Background: an optimization exercise with open tools, aiming at a short achievable clock period and few clock cycles. Do not read the settings as production practice. Only simulation tests tie the RTL to the original design; equivalence was not proved. No activity file was given, so power comes from the tool's default toggle rates.

==> design.v <==
package cpuPkg;
    typedef logic [31:0] dataWord;
    typedef logic [4:0] regAddr;
    localparam dataWord resetPc = 32'h0000_3000;
    localparam logic [5:0] opRtype = 6'h00;
    localparam logic [5:0] opJal   = 6'h03;
    localparam logic [5:0] opBeq   = 6'h04;
    localparam logic [5:0] opBne   = 6'h05;
    localparam logic [5:0] opAddiu = 6'h09;
    localparam logic [5:0] opOri   = 6'h0d;
    localparam logic [5:0] opLui   = 6'h0f;
    localparam logic [5:0] opLw    = 6'h23;
    localparam logic [5:0] opSw    = 6'h2b;
    localparam logic [5:0] fnJr   = 6'h08;
    localparam logic [5:0] fnAddu = 6'h21;
    localparam logic [5:0] fnSubu = 6'h23;
    localparam logic [5:0] fnAnd  = 6'h24;
    localparam logic [5:0] fnOr   = 6'h25;
    localparam logic [5:0] fnSlt  = 6'h2a;
endpackage
`timescale 1ns/1ns
module regFile (
    input  logic            clk,
    input  logic            reset,
    input  cpuPkg::regAddr  readAddrA,
    input  cpuPkg::regAddr  readAddrB,
    input  cpuPkg::regAddr  writeAddr,
    input  cpuPkg::dataWord writeData,
    output cpuPkg::dataWord readDataA,
    output cpuPkg::dataWord readDataB
);
    cpuPkg::dataWord regs [1:31];
    always_ff @(posedge clk) begin
        if (reset) begin
            for (int i = 1; i < 32; i++) begin
                regs[i] <= '0;
            end
        end else if (writeAddr != '0) begin
            regs[writeAddr] <= writeData;
        end
    end
    assign readDataA = (readAddrA == '0) ? '0 : regs[readAddrA];
    assign readDataB = (readAddrB == '0) ? '0 : regs[readAddrB];
endmodule
`timescale 1ns/1ns
module cpuCore (
    input  logic            clk,
    input  logic            reset,
    input  cpuPkg::dataWord instrData,
    input  cpuPkg::dataWord dataRData,
    output cpuPkg::dataWord instrAddr,
    output cpuPkg::dataWord dataAddr,
    output cpuPkg::dataWord dataWData,
    output logic            dataWrite
);
    typedef logic [31:0] word;
    typedef logic [4:0] ridx;
    word pc, prevPc;
    logic fv;                        
    logic fetchP, pendV;             
    word fetchT, pendT;
    logic skidFull, skidV, skidP;
    word skid, skidPc, skidT;
    logic irV, irP;
    word ir, irPc, irT;
    logic exLoad, exStore, exBr, exBne, exJr, exJal, exPred, exBtb;
    word exPc, exTgt;
    logic exAnd, exOr, exSlt;
    ridx exDest;
    word exA, exB, exC, exAlt;
    logic exAX, exAM, exAR, exBX, exBM, exBR, exCX, exCM, exCR, exCtl, exInv, exAddSub, exNeg;
    logic [8:0] exSel;
    ridx mDest, wDest, rDest;
    logic mLoad, mStore, wLoad;
    word mResult, mWData, wResult, rVal;
    logic stall, kill, dRedirect;
    word killTarget, dTarget;
    logic [5:0] opcode, funct;
    ridx rs, rt, rd;
    word sImm, zImm, pc4, pc8, brTarget, jTarget;
    logic isR, isAlu3, isJr, isJal, isBeq, isBne, isAddiu, isOri, isLui, isLw, isSw;
    logic useRs, useRt;
    ridx dDest;
    word rfA, rfB, valA, valB;
    logic fAM, fAR, fBM, fBR;        
    logic hazA, hazB;
    word rasTop;
    assign opcode = ir[31:26];
    assign funct  = ir[5:0];
    assign rs     = ir[25:21];
    assign rt     = ir[20:16];
    assign rd     = ir[15:11];
    assign sImm   = {{16{ir[15]}}, ir[15:0]};
    assign zImm   = {16'b0, ir[15:0]};
    assign isR     = irV && opcode == cpuPkg::opRtype;
    assign isAlu3  = isR && (funct == cpuPkg::fnAddu || funct == cpuPkg::fnSubu ||
                             funct == cpuPkg::fnAnd || funct == cpuPkg::fnOr ||
                             funct == cpuPkg::fnSlt);
    assign isJr    = isR && funct == cpuPkg::fnJr;
    assign isJal   = irV && opcode == cpuPkg::opJal;
    assign isBeq   = irV && opcode == cpuPkg::opBeq;
    assign isBne   = irV && opcode == cpuPkg::opBne;
    assign isAddiu = irV && opcode == cpuPkg::opAddiu;
    assign isOri   = irV && opcode == cpuPkg::opOri;
    assign isLui   = irV && opcode == cpuPkg::opLui;
    assign isLw    = irV && opcode == cpuPkg::opLw;
    assign isSw    = irV && opcode == cpuPkg::opSw;
    assign useRs = isAlu3 || isJr || isBeq || isBne || isAddiu || isOri || isLw || isSw;
    assign useRt = isAlu3 || isBeq || isBne || isSw;
    always_comb begin
        dDest = '0;
        if (isAlu3) dDest = rd;
        else if (isAddiu || isOri || isLui || isLw) dDest = rt;
        else if (isJal) dDest = 5'd31;
    end
    assign pc4 = irPc + 32'd4;
    assign pc8 = irPc + 32'd8;
    assign brTarget = pc4 + {sImm[29:0], 2'b00};
    assign jTarget  = {pc4[31:28], ir[25:0], 2'b00};
    regFile regs (
        .clk(clk),
        .reset(reset),
        .readAddrA(rs),
        .readAddrB(rt),
        .writeAddr(rDest),
        .writeData(rVal),
        .readDataA(rfA),
        .readDataB(rfB)
    );
    function automatic word dFwd(ridx r, word rf, ridx eD, ridx mD, logic mL, word mR,
                                 ridx wD, logic wL, word wR, ridx rD, word rV);
        if (r != '0 && r != eD && r == mD && !mL) dFwd = mR;
        else if (r != '0 && r != eD && r != mD && r == wD && !wL) dFwd = wR;
        else if (r != '0 && r != eD && r != mD && r != wD && r == rD) dFwd = rV;
        else dFwd = rf;
    endfunction
    assign valA = dFwd(rs, rfA, exDest, mDest, mLoad, mResult, wDest, wLoad, wResult, rDest, rVal);
    assign valB = dFwd(rt, rfB, exDest, mDest, mLoad, mResult, wDest, wLoad, wResult, rDest, rVal);
    assign fAM = rs != '0 && rs == exDest;
    assign fAR = rs != '0 && rs != exDest && rs != mDest && rs == wDest && wLoad;
    assign fBM = rt != '0 && rt == exDest;
    assign fBR = rt != '0 && rt != exDest && rt != mDest && rt == wDest && wLoad;
    assign hazA = useRs && rs != '0 && ((rs == exDest && exLoad) ||
                                        (rs != exDest && rs == mDest && mLoad));
    assign hazB = useRt && rt != '0 && ((rt == exDest && exLoad) ||
                                        (rt != exDest && rt == mDest && mLoad));
    assign stall = hazA || hazB;
    word ras [4];
    logic [1:0] rasSp;
    assign rasTop = ras[rasSp];
    always_ff @(posedge clk) begin
        if (reset) begin
            rasSp <= '0;
        end else if (!stall) begin
            if (isJal) begin
                ras[rasSp + 2'd1] <= pc8;
                rasSp <= rasSp + 2'd1;
            end else if (isJr) begin
                rasSp <= rasSp - 2'd1;
            end
        end
    end
    logic isCtl;
    assign isCtl = isJal || isJr || isBeq || isBne;
    assign dRedirect = irP ? (irV && !isCtl) : (isJal || isJr || ((isBeq || isBne) && ir[15]));
    assign dTarget = irP ? pc8 : (isJal ? jTarget : (isJr ? rasTop : brTarget));
    localparam int nBtb = 8;
    logic [nBtb-1:0] bV, bRet, bHit;
    word bKey [nBtb];
    word bT [nBtb];
    logic [2:0] bPtr;
    logic hit, hitRet;
    word hitT;
    logic insReq, insRet;
    word insKey, insT;
    always_comb begin
        hitT = '0;
        for (int i = 0; i < nBtb; i++) begin
            bHit[i] = bV[i] && bKey[i] == pc;
            hitT = hitT | ({32{bHit[i]}} & bT[i]);
        end
        hit = |bHit;
        hitRet = |(bHit & bRet);
    end
    always_ff @(posedge clk) begin
        if (reset) begin
            bV <= '0;
            bPtr <= '0;
        end else if (insReq) begin
            bV[bPtr] <= 1'b1;
            bKey[bPtr] <= insKey;
            bT[bPtr] <= insT;
            bRet[bPtr] <= insRet;
            bPtr <= bPtr + 3'd1;
        end
    end
    word inW, inPc, inT;
    logic inV, inP;
    assign inW  = skidFull ? skid : instrData;
    assign inV  = skidFull ? skidV : fv;
    assign inPc = skidFull ? skidPc : prevPc;
    assign inP  = skidFull ? skidP : fetchP;
    assign inT  = skidFull ? skidT : fetchT;
    assign instrAddr = pc;
    always_ff @(posedge clk) begin
        prevPc <= pc;
        fetchT <= hitRet ? rasTop : hitT;
        if (!pendV) pendT <= hitRet ? rasTop : hitT;
        if (reset) begin
            pc <= cpuPkg::resetPc;
            fv <= 1'b0;
            irV <= 1'b0;
            skidFull <= 1'b0;
            skidV <= 1'b0;
            pendV <= 1'b0;
            fetchP <= 1'b0;
        end else begin
            if (kill) pc <= killTarget;
            else if (stall) pc <= pc;
            else if (dRedirect) pc <= dTarget;
            else if (pendV) pc <= pendT;
            else pc <= pc + 32'd4;
            fv <= !(kill || (!stall && dRedirect));
            fetchP <= !kill && !stall && !dRedirect && !pendV && hit;
            if (kill || (!stall && (dRedirect || pendV))) pendV <= 1'b0;
            else if (!stall) pendV <= hit;
            if (!stall) begin
                ir <= inW;
                irPc <= inPc;
                irV <= inV && !kill;
                irP <= inP;
                irT <= inT;
                skidFull <= 1'b0;
            end else begin
                if (!skidFull) begin
                    skid <= instrData;
                    skidPc <= prevPc;
                    skidV <= fv && !kill;
                    skidP <= fetchP;
                    skidT <= fetchT;
                end else if (kill) begin
                    skidV <= 1'b0;
                end
                skidFull <= 1'b1;
            end
        end
    end
    logic aM, aR, bM, bR;
    always_ff @(posedge clk) begin
        if (reset || stall || !irV) begin
            exDest <= '0;
            exLoad <= 1'b0;
            exStore <= 1'b0;
            exBr <= 1'b0;
            exJr <= 1'b0;
            exJal <= 1'b0;
            exCtl <= 1'b0;
        end else begin
            exDest <= dDest;
            exLoad <= isLw;
            exStore <= isSw;
            exBr <= isBeq || isBne;
            exJr <= isJr;
            exJal <= isJal;
            exCtl <= isBeq || isBne || isJr;
        end
        exBtb <= irP;
        exPc <= irPc;
        exTgt <= isJal ? jTarget : brTarget;
        exBne <= isBne;
        exPred <= irP || ir[15];
        exAlt <= (irP || ir[15]) ? pc8 : brTarget;
        exAnd <= isR && funct == cpuPkg::fnAnd;
        exOr  <= isR && funct == cpuPkg::fnOr || isOri || isLui || isJal;
        exSlt <= isR && funct == cpuPkg::fnSlt;
        if (isJal || isLui) exA <= '0;
        else exA <= valA;
        aM = fAM && !(isJal || isLui);
        aR = fAR && !(isJal || isLui);
        if (isJal) exB <= pc8;
        else if (isLui) exB <= {ir[15:0], 16'b0};
        else if (isOri) exB <= zImm;
        else if (isAddiu || isLw || isSw) exB <= sImm;
        else if (isJr) exB <= irP ? irT : rasTop;
        else exB <= valB;
        bM = fBM && (isAlu3 || isBeq || isBne);
        bR = fBR && (isAlu3 || isBeq || isBne);
        exAX <= !aM && !aR;
        exAM <= aM;
        exAR <= aR;
        exBX <= !bM && !bR;
        exBM <= bM;
        exBR <= bR;
        exSel <= {!aM && !aR && !bM && !bR, !aM && !aR && bM, !aM && !aR && bR,
                  aM && !bM && !bR, aM && bM, aM && bR,
                  aR && !bM && !bR, aR && bM, aR && bR};
        exInv <= isJr || (isBne ^ (irP || ir[15]));
        exAddSub <= isAddiu || isLw || isSw || isR && (funct == cpuPkg::fnAddu || funct == cpuPkg::fnSubu);
        exNeg <= isR && (funct == cpuPkg::fnSubu || funct == cpuPkg::fnSlt);
        exC <= valB;
        exCX <= !fBM && !fBR;
        exCM <= fBM;
        exCR <= fBR;
    end
    word opA, opB, opC, sum, aluOut;
    logic eq, lt, taken;
    assign opA = ({32{exAX}} & exA) | ({32{exAM}} & mResult) | ({32{exAR}} & rVal);
    assign opB = ({32{exBX}} & exB) | ({32{exBM}} & mResult) | ({32{exBR}} & rVal);
    assign opC = ({32{exCX}} & exC) | ({32{exCM}} & mResult) | ({32{exCR}} & rVal);
    function automatic word ksAdd(word a, word b, logic cin);
        word p, g, pp, gg, np, ng;
        p = a ^ b;
        g = a & b;
        gg = g;
        gg[0] = g[0] | (p[0] & cin);
        pp = p;
        for (int d = 1; d < 32; d = d * 2) begin
            for (int i = 0; i < 32; i++) begin
                if (i >= d) begin
                    ng[i] = gg[i] | (pp[i] & gg[i-d]);
                    np[i] = pp[i] & pp[i-d];
                end else begin
                    ng[i] = gg[i];
                    np[i] = pp[i];
                end
            end
            gg = ng;
            pp = np;
        end
        ksAdd = p ^ {gg[30:0], cin};
    endfunction
    assign sum = ksAdd(opA, opB ^ {32{exNeg}}, exNeg);
    assign lt  = (opA[31] != opB[31]) ? opA[31] : sum[31];
    assign aluOut = ({32{exAddSub}} & sum) | ({32{exAnd}} & (opA & opB)) |
                    ({32{exOr}} & (opA | opB)) | {31'b0, exSlt && lt};
    logic [8:0] eqs;
    assign eqs = {exA == exB, exA == mResult, exA == rVal,
                  mResult == exB, 1'b1, mResult == rVal,
                  rVal == exB, rVal == mResult, 1'b1};
    assign eq = |(exSel & eqs);
    assign taken = exBne ? !eq : eq;
    assign kill = exCtl && (eq ^ exInv);
    assign killTarget = exJr ? opA : exAlt;
    always_ff @(posedge clk) begin
        if (reset) begin
            mDest <= '0;
            mLoad <= 1'b0;
            mStore <= 1'b0;
        end else begin
            mDest <= exDest;
            mLoad <= exLoad;
            mStore <= exStore;
        end
        mResult <= aluOut;
        insReq <= !reset && !exBtb && ((exBr && taken) || exJal || exJr);
        insKey <= exPc;
        insT <= exTgt;
        insRet <= exJr;
        mWData <= opC;
    end
    assign dataAddr  = mResult;
    assign dataWData = mWData;
    assign dataWrite = mStore;
    always_ff @(posedge clk) begin
        if (reset) begin
            wDest <= '0;
            wLoad <= 1'b0;
            rDest <= '0;
        end else begin
            wDest <= mDest;
            wLoad <= mLoad;
            rDest <= wDest;
        end
        wResult <= mResult;
        rVal <= wLoad ? dataRData : wResult;
    end
endmodule
==> run.sh <==
#!/bin/bash
# synth_recipe.tcl (not shown) runs the flow's synth.tcl, then flattens the netlist and writes it again
# the make line also repeats each setting of config.mk as NAME=value (left out here)
make -C /OpenROAD-flow-scripts/flow DESIGN_CONFIG=/design/flow/config.mk WORK_HOME=/design/flow/orfs CLKGATE_MAP_FILE= SYNTH_SCRIPT=/design/flow/synth_recipe.tcl finish
==> config.mk <==
export PLATFORM = sky130hd
export DESIGN_NAME = cpuCore
export DESIGN_NICKNAME = cpuCore
export VERILOG_FILES = /design/flow/design.v
export SDC_FILE = /design/flow/constraint.sdc
export NUM_CORES = 4
export LEC_CHECK = 0
export CAP_MARGIN = 20
export CORE_MARGIN = 2
export CORE_UTILIZATION = 20
export SETUP_SLACK_MARGIN = 5
export SLEW_MARGIN = 20
==> constraint.sdc <==
create_clock -name core_clock -period 10.0 [get_ports {clk}]
set_input_delay 2.0000 -clock core_clock [delete_from_list [all_inputs] [get_ports {clk}]]
set_output_delay 2.0000 -clock core_clock [all_outputs]
set_load 0.01 [all_outputs]
==> summary.txt <==
Setup path
  – CP Capture Point: pc[24]
  – Crit Path Category: flop to flop
  – Reg2reg setup slack: 5.04 ns
  – Crit path launch: irPc[4]
  – Levels on crit path: 16
  – CP bufs+invs: 0
  – Req. time, crit path: between 10 and 15 ns
  – Reg-to-reg startpoint: irPc[4]
  – Worst path slowest cell: nor3_1
  – Worst path cell trace: ha_2 > nand2_1 > nor3_1 > nand2_1 > xnor2_1 > ha_1 > nor3_1 > a211oi_1 > o31ai_2 > o31ai_4 > a31oi_1 > or4b_1 > a21oi_1 > o21ai_0 > a221o_1 > o21ai_1
  – Worst path max stage delay: 0.57 ns
  – CP endpoint kind: flop
  – CP arrival: 5.83 ns
  – Register-to-Register Path Depth: 16
  – Kind of cell adding the most delay to the critical path: compound AO/OA/AOI/OAI gates
  – CP max FO: 6
  – CP startpoint kind: flop
  – Crit Reg-Reg Endpoint: pc[24]

Logic synthesis
  – Sequential-to-total area share from yosys stat: 58.66%
  – Synth Cell Area: ~120,000 µm²
  – Post-synth ARST share: 0%
  – Synth cell types: 88
  – Flops & latches, synth: 2,464
  – Post-synth EDFFs: 1,898
  – Synth Flop Type: edfxtp_1
  – Synth Instances: 8,385
  – Syn_area_per_cell: 13.89 µm²
  – Synth area leaders: edfxtp_1, mux4_2, dfxtp_1
  – Ys Warns: 2
  – Synth area leader: edfxtp_1
  – Yosys top cell area share: 48.93%

Global route
  – GRT Overall Usage: 13.56%
  – Pin count of the biggest net entering global routing: 120
  – Grt ovf: 0
  – Vias in the first global route: 72.82k
  – First-pass GRT wire length: 576,700 µm
  – Initial antenna violation count: 45

CTS
  – Clk root buf: clkbuf_16
  – CTS tree: done
  – Worst-Skew Late Latency: 0.94 ns
  – Worst-path clk slew: 0.07 ns
  – CTS buffer count: 245
  – H-tree levels: 4
  – Clock sinks: 2,464
  – Clock Tree Buf Depth: 4

Die
  – Width of the chip: 767.2 µm
  – Die span in y: 767.2 µm
  – Core area: slightly below 600,000 µm²
  – DIE AREA: 588,500 µm²
  – Starting Density: 20.05%
  – Top-Level Pins: 163
  – Site Rows: between 200 and 300

Placed design
  – Placed inst area: 127,900 µm²
  – RePlAce Congestion: 0.9288
  – Dpl cells: 15.85k
  – Buffers added on ports: 162
  – Final HPWL DP: 277,000 µm

Routing
  – Post-route ant nets: 0
  – Drt total wl: 416,400 µm
  – Initial DRC Count: 10.45k
  – Per-cell routed wire length: between 20 and 30 µm
  – Vias: ~75k
  – Post-route DRC: 0
  – Via density: 4.596
  – DRT Pass-1 Iters: 14

Cells and area
  – Final nets: 8,496
  – P&R area growth vs syn: 17.23%
  – Fill count: slightly above 60k
  – Non-Filler Instances: 16.34k
  – Share of cells above drive strength 1: about a fifth
  – Final instance area: roughly 140,000 µm²

STA
  – Slew HR: 18.95%
  – Final Hold Fails: 0
  – Slew Viols, Final: 0
  – Ratio of final minimum period to clock period: 49.61%
  – Final Setup Violations: 0
  – Worst-Margin Slew: between 1 and 1.5 ns
  – RSZ-0062 raised after global routing: yes
  – Max Clock Skew: 0.1094 ns
  – Fmax: 201.6 MHz
  – Fin Setup TNS: 0 ns
  – Minimum clock period: approximately 5.0 ns

Hold path
  – Hold Startpoint: exPc[29]
  – HP Class: flop to flop

Power
  – Power Dens Cells: 181.2 nW/µm²
  – Worst vdd ir: roughly 0.16 mV
  – P_leak: 0.04624 µW

Status
  – Status: complete, no violations

Run
  – Max capacitance violation total: 0
==> how the worst min path moves through the flow <==
stage	to	slack [ns]	cells past startpoint
finish	insKey[29]	0.32	0
detailed placement	insKey[13]	0.31	0
CTS	insT[30]	0.32	0
global placement	insKey[29]	0.31	0
floorplan	insKey[10]	0.31	0
global route	insKey[29]	0.32	0
==> Yosys cell counts, drive strengths merged (64+ instances only) <==
cell / number
a211oi: 69
a21oi: 200
a222oi: 99
a22oi: 140
and2: 1009
buf: 175
clkbuf: 554
dfxtp: 566
edfxtp: 1898
ha: 72
inv: 113
mux2: 238
mux4: 672
nand2: 483
nand3: 141
nand4: 100
nor2: 336
nor4: 64
o21ai: 236
xnor2: 432
xor2: 212
==> power breakdown <==
part           switching [µW]  leakage (µW)  total [µW]  internal, µW
registers                 492        0.0233       11900         11400
logic                    1810        0.0188        3080          1270
clock network            4120       0.00411        9730          5600
total                    6420        0.0462       24700         18300
==> cells by family (layout without fill, tap and decap cells) <==
family | Yosys count | in the layout | share of synthesized area, %
xor+xnor | 644 | 644 | 4.842
other cells | 1 | 57 | 0.003219
buf+inv | 843 | 988 | 2.957
mux | 930 | 930 | 15.56
flops | 2464 | 2464 | 58.66
compound gates | 1093 | 1093 | 6.484
simple gates | 2336 | 2336 | 10.69
fa+ha+maj | 74 | 74 | 0.8078
==> timing repair <==
| item | in CTS | in global routing |
|---|---|---|
| buffers inserted | 0 | 8 |
| endpoints found under the setup margin | 31 | 86 |
| endpoints found under the hold margin | 0 | 0 |
| hold buffers | 0 | 0 |
| gates cloned | 0 | 0 |
| pin swaps | 1 | 4 |
| gates resized for setup | 5 | 7 |
==> placed cells by master, fill, tap and decap left out, drive strengths merged, types with 32 or more instances in the layout <==
cell,count
conb,32
xnor2,432
a221oi,52
mux4,672
buf,258
edfxtp,1898
a22o,34
a222oi,99
nor2,336
clkbuf,324
mux2,238
a21o,46
xor2,212
clkinv,80
clkdlybuf4s50,161
a31oi,61
nand2,483
and2,1009
inv,126
nand4,100
nor4,64
dfxtp,566
o21ai,236
ha,72
a211oi,69
nor3,63
nand3,141
a21oi,200
a22oi,140
==> worst reg2reg max path: stages (launching register included) <==
cell,delay [ns]
edfxtp_1,0.45
ha_2,0.30
nand2_1,0.14
nor3_1,0.57
nand2_1,0.14
xnor2_1,0.28
ha_1,0.34
nor3_1,0.09
a211oi_1,0.29
o31ai_2,0.19
o31ai_4,0.39
a31oi_1,0.31
or4b_1,0.57
a21oi_1,0.31
o21ai_0,0.15
a221o_1,0.36
o21ai_1,0.12
==> per-stage QoR <==
stage	utilization, %	setup slack (ns)	hold slack (ns)	power, µW
6_report	23.51	5.039	0.3192	24740
5_1_grt	23.50	4.819	0.3239	25420
4_1_cts	23.47	5.001	0.3195	24810
3_5_place_dp	22.02	4.146	0.3121	15160
3_3_place_gp	21.97	3.434	0.3103	15130
2_1_floorplan	-	4.464	0.3096	13810
==> area by class of cell <==
cell class,instances,area (µm²),area share (%)
Antenna cell,25,62.56,0.04582
Clock buffer,321,6903,5.055
Clock inverter,131,1465,1.073
Inverter,114,442.9,0.3244
Multi-Input combinational cell,5109,45720,33.48
Sequential cell,2464,68370,50.07
Tap cell,7755,9703,7.106
Timing Repair Buffer,422,3887,2.847
==> sequential cells by signal, summed over array words and instances (netlist names), 128 cells and up, named ones only <==
signal / cells
regs.regs: 1024
bT: 256
bKey: 256
ras: 128
==> routing by layer <==
metal	GRT usage (%)	wire (µm)	vias up
met4	5.874	20090	6
met1	18.53	172000	38543
met2	20.30	180400	4283
met3	3.377	43800	742
li1	-	-	31528
met5	0	29	-
Testbench counts, summed over its fixed seeds: cycles 53,671.

[static timing again, ports no longer ideal]
The flow's constraints put no driver on any port. The routed layout listed below was extracted and timed again, unchanged, in two steps.
Step 1 sets driving cells, clkbuf_16 on the clock port and buf_2 on the other inputs (assumed; they add their load-dependent delay and slew).
Step 2 adds t to the input delays and takes it off the output delays; t is the mean of the earliest and latest rising clock arrival at the registers after step 1. Input paths then give back, and output paths get back, about the clock's delay inside the block.
a / b / c = ideal ports / drivers / drivers and shift; a / b = the first two.
t (ns): 0.992
setup slack, ns: 5.039 / 5.039 / 4.486
worst hold slack (ns): 0.319 / 0.319 / 0.319
worst setup path after step 2: input to register
After both steps setup and hold are still met in this run. The setup slack of this run moves by 0.000 ns with the drivers and by -0.553 ns with both steps.
